Source: an optimization exercise on an open RTL-to-GDS flow (aim: small area and a short achievable clock period). Production flows keep margins and buffers that such runs may drop.
RTL that was checked went through simulation tests only; none was proved equivalent to the original.
Power and IR drop assume default switching activity.

## pine
## fir_systolic_cfg
module fir_systolic_cfg (
    input  logic               clk,
    input  logic               rst,
    input  logic               in_valid,
    input  logic signed [15:0] in_data,
    input  logic               coef_wr,
    input  logic [2:0]         coef_addr,
    input  logic signed [15:0] coef_data,
    output logic               out_valid,
    output logic signed [31:0] out_data,
    output logic               out_ovf
);
For scale: about 73 I/O pins, ~0.068 mm^2 of cells after synthesis.
Settings: LEC_CHECK=0, ABC_AREA=1, CAP_MARGIN=20, CORE_MARGIN=2, CORE_UTILIZATION=40, CTS_BUF_LIST=sky130_fd_sc_hd__clkbuf_8, SETUP_SLACK_MARGIN=5, SLEW_MARGIN=20; clock period 10.0 ns.
standard.sh (not shown) runs the stock make flow with config.mk's settings and CLKGATE_MAP_FILE= SYNTH_SCRIPT=/design/flow/synth_recipe.tcl, a recipe that flattens the netlist after the stock synthesis.
==> flow/flow/run.sh <==
#!/bin/bash
# Standard layout, with one extra step between synthesis and floorplan:
# fa_polarity.py flips full-adder cells (a full adder is self-dual) so that
# fewer inverters are needed around them. The rewritten netlist is checked
# against the synthesised one with ABC's combinational equivalence check
# (same registers); if the check does not pass, the synthesised netlist is
# kept unchanged. Port buffers are plain buffers (buf_4) rather than the
# delay cell buffer_ports picks by itself.
set -euo pipefail
W=$(pwd)
R=$W/orfs/results/$FLOW_PLATFORM/fir_systolic_cfg/base
LIB=$FLOW_HOME/platforms/$FLOW_PLATFORM/lib/sky130_fd_sc_hd__tt_025C_1v80.lib
YB=$FLOW_HOME/../tools/install/yosys/bin
[ -x $YB/yosys ] || YB=$(dirname $(command -v yosys))

bash standard.sh synth > synth.log 2>&1

cp $R/1_2_yosys.v $W/netlist_synth.v
python3 flow/fa_polarity.py $W/netlist_synth.v $W/netlist_pol.v > polarity.log 2>&1

for n in synth pol; do
  cat > $W/blif_$n.ys <<EOT
read_liberty -ignore_miss_func $LIB
read_verilog $W/netlist_$n.v
hierarchy -top $FLOW_TOP
flatten
opt_clean
dffunmap
techmap
opt -fast
write_blif -gates $W/netlist_$n.blif
EOT
  $YB/yosys -q -l blif_$n.log $W/blif_$n.ys > /dev/null 2>&1
done
$YB/yosys-abc -c "cec $W/netlist_synth.blif $W/netlist_pol.blif" > cec.log 2>&1 || true
if grep -q "Networks are equivalent" cec.log; then
  echo "polarity: equivalent, using rewritten netlist" >> polarity.log
  cp $W/netlist_pol.v $R/1_2_yosys.v
  touch $R/1_2_yosys.v
else
  echo "polarity: NOT proven equivalent, keeping synthesised netlist" >> polarity.log
fi
rm -f $W/netlist_synth.blif $W/netlist_pol.blif

export BUFFER_PORTS_ARGS="-inputs -outputs -buffer_cell sky130_fd_sc_hd__buf_4"
bash standard.sh finish > layout.log 2>&1
Other scripts of this flow, unchanged in this note and not shown: flow/flow/fa_polarity.py
In summary, pine completed successfully, with a layout that passed the timing, design-rule and antenna checks.
Input-level comparison between cedar and pine:
diff --git a/flow/design.v b/flow/design.v
--- a/flow/design.v
+++ b/flow/design.v
@@ -2990,20 +2990,26 @@
     wire y_g74 = y_g59 | (y_p59 & y_g53);
     wire y_p74 = y_p59 & y_p53;
     wire y_g75 = y_g60 | (y_p60 & y_g53);
     wire y_p75 = y_p60 & y_p53;
     wire [30:0] y = {yp[30] ^ y_g74, yp[29] ^ y_g73, yp[28] ^ y_g72, yp[27] ^ y_g71, yp[26] ^ y_g70, yp[25] ^ y_g69, yp[24] ^ y_g68, yp[23] ^ y_g67, yp[22] ^ y_g66, yp[21] ^ y_g65, yp[20] ^ y_g64, yp[19] ^ y_g63, yp[18] ^ y_g62, yp[17] ^ y_g61, yp[16] ^ y_g53, yp[15] ^ y_g52, yp[14] ^ y_g51, yp[13] ^ y_g50, yp[12] ^ y_g49, yp[11] ^ y_g48, yp[10] ^ y_g47, yp[9] ^ y_g46, yp[8] ^ y_g34, yp[7] ^ y_g33, yp[6] ^ y_g32, yp[5] ^ y_g31, yp[4] ^ y_g17, yp[3] ^ y_g16, yp[2] ^ y_g1, yp[1] ^ yg[0], yp[0]};
     wire y_cout = y_g75;
     wire c31 = y_cout;
     wire [3:0] yt0, yt1;
-    wire [4:0] ct0 = {yg[33:31] | (yp[33:31] & ct0[2:0]), 1'b0};
-    wire [4:0] ct1 = {yg[33:31] | (yp[33:31] & ct1[2:0]), 1'b1};
-    assign yt0 = yp[34:31] ^ ct0[3:0];
-    assign yt1 = yp[34:31] ^ ct1[3:0];
+    wire [3:0] p4 = yp[34:31];
+    wire [2:0] g4 = yg[33:31];
+    wire c32_0 = g4[0];
+    wire c33_0 = g4[1] | (p4[1] & g4[0]);
+    wire c34_0 = g4[2] | (p4[2] & g4[1]) | (p4[2] & p4[1] & g4[0]);
+    wire c32_1 = g4[0] | p4[0];
+    wire c33_1 = g4[1] | (p4[1] & g4[0]) | (p4[1] & p4[0]);
+    wire c34_1 = g4[2] | (p4[2] & g4[1]) | (p4[2] & p4[1] & g4[0]) | (p4[2] & p4[1] & p4[0]);
+    assign yt0 = p4 ^ {c34_0, c33_0, c32_0, 1'b0};
+    assign yt1 = p4 ^ {c34_1, c33_1, c32_1, 1'b1};
     wire ov0 = ~(&yt0 | ~|yt0);
     wire ov1 = ~(&yt1 | ~|yt1);
     wire f1 = c31 ? (ov1 & ~yt1[3]) : (ov0 & ~yt0[3]);    
     wire f0 = c31 ? (ov1 & yt1[3]) : (ov0 & yt0[3]);      
     wire d31 = c31 ? (ov1 ? yt1[3] : yt1[0]) : (ov0 ? yt0[3] : yt0[0]);
     assign out_valid = out_valid_q;
     assign out_ovf   = c31 ? ov1 : ov0;
     assign out_data  = {d31, {31{f1}} | (y[30:0] & ~{31{f0}})};
==> run notes <==
- cedar finished end to end and its layout was clean on timing, DRC and antenna.
- Taking pine as the reference, in cedar number of buffers and inverters on the critical path now sits higher; post-synth net total shows no meaningful change; power after layout saw little to no change; power dissipated in combinational cells comparable.
- Comparing pine and cedar, switching part of the total power is higher on cedar.
- cedar reports a lower worst-case headroom to the max-slew limit than pine does.
- Comparing pine with cedar, the power in sequential cells came out essentially unchanged.
For pine, only the layout was checked, not whether the RTL still works.

==> separate check: timing with driven ports <==
Ports are ideal in the flow. The routed layouts listed here were re-timed in OpenROAD. Step 1 assumes that a clkbuf_16 drives the clock port and a buf_2 every other input. Step 2 moves the port delays by t, midway between the first and last clock arrival at a register: inputs arrive t later, outputs are due t later. That takes back most of the time a late clock gives input paths. Slacks: ideal ports / drivers / drivers and shift; pairs: ideal ports / drivers.
| run | shift t [ns] | slack for setup (ns) | worst setup path at the end | latest minus earliest clock arrival (ns) | worst slew at a driven data input, ns |
|---|---|---|---|---|---|
| pine | 0.917 | 4.948 / 4.873 / 4.093 | input to register | 0.037 / 0.037 | 0.15 |
| cedar | 0.956 | 5.015 / 5.000 / 4.097 | input to register | 0.056 / 0.056 | 0.12 |
After both steps setup and hold are still met in every run listed. The setup slack of cedar, which loses most, moves by -0.015 ns with the drivers and by -0.918 ns with both steps.
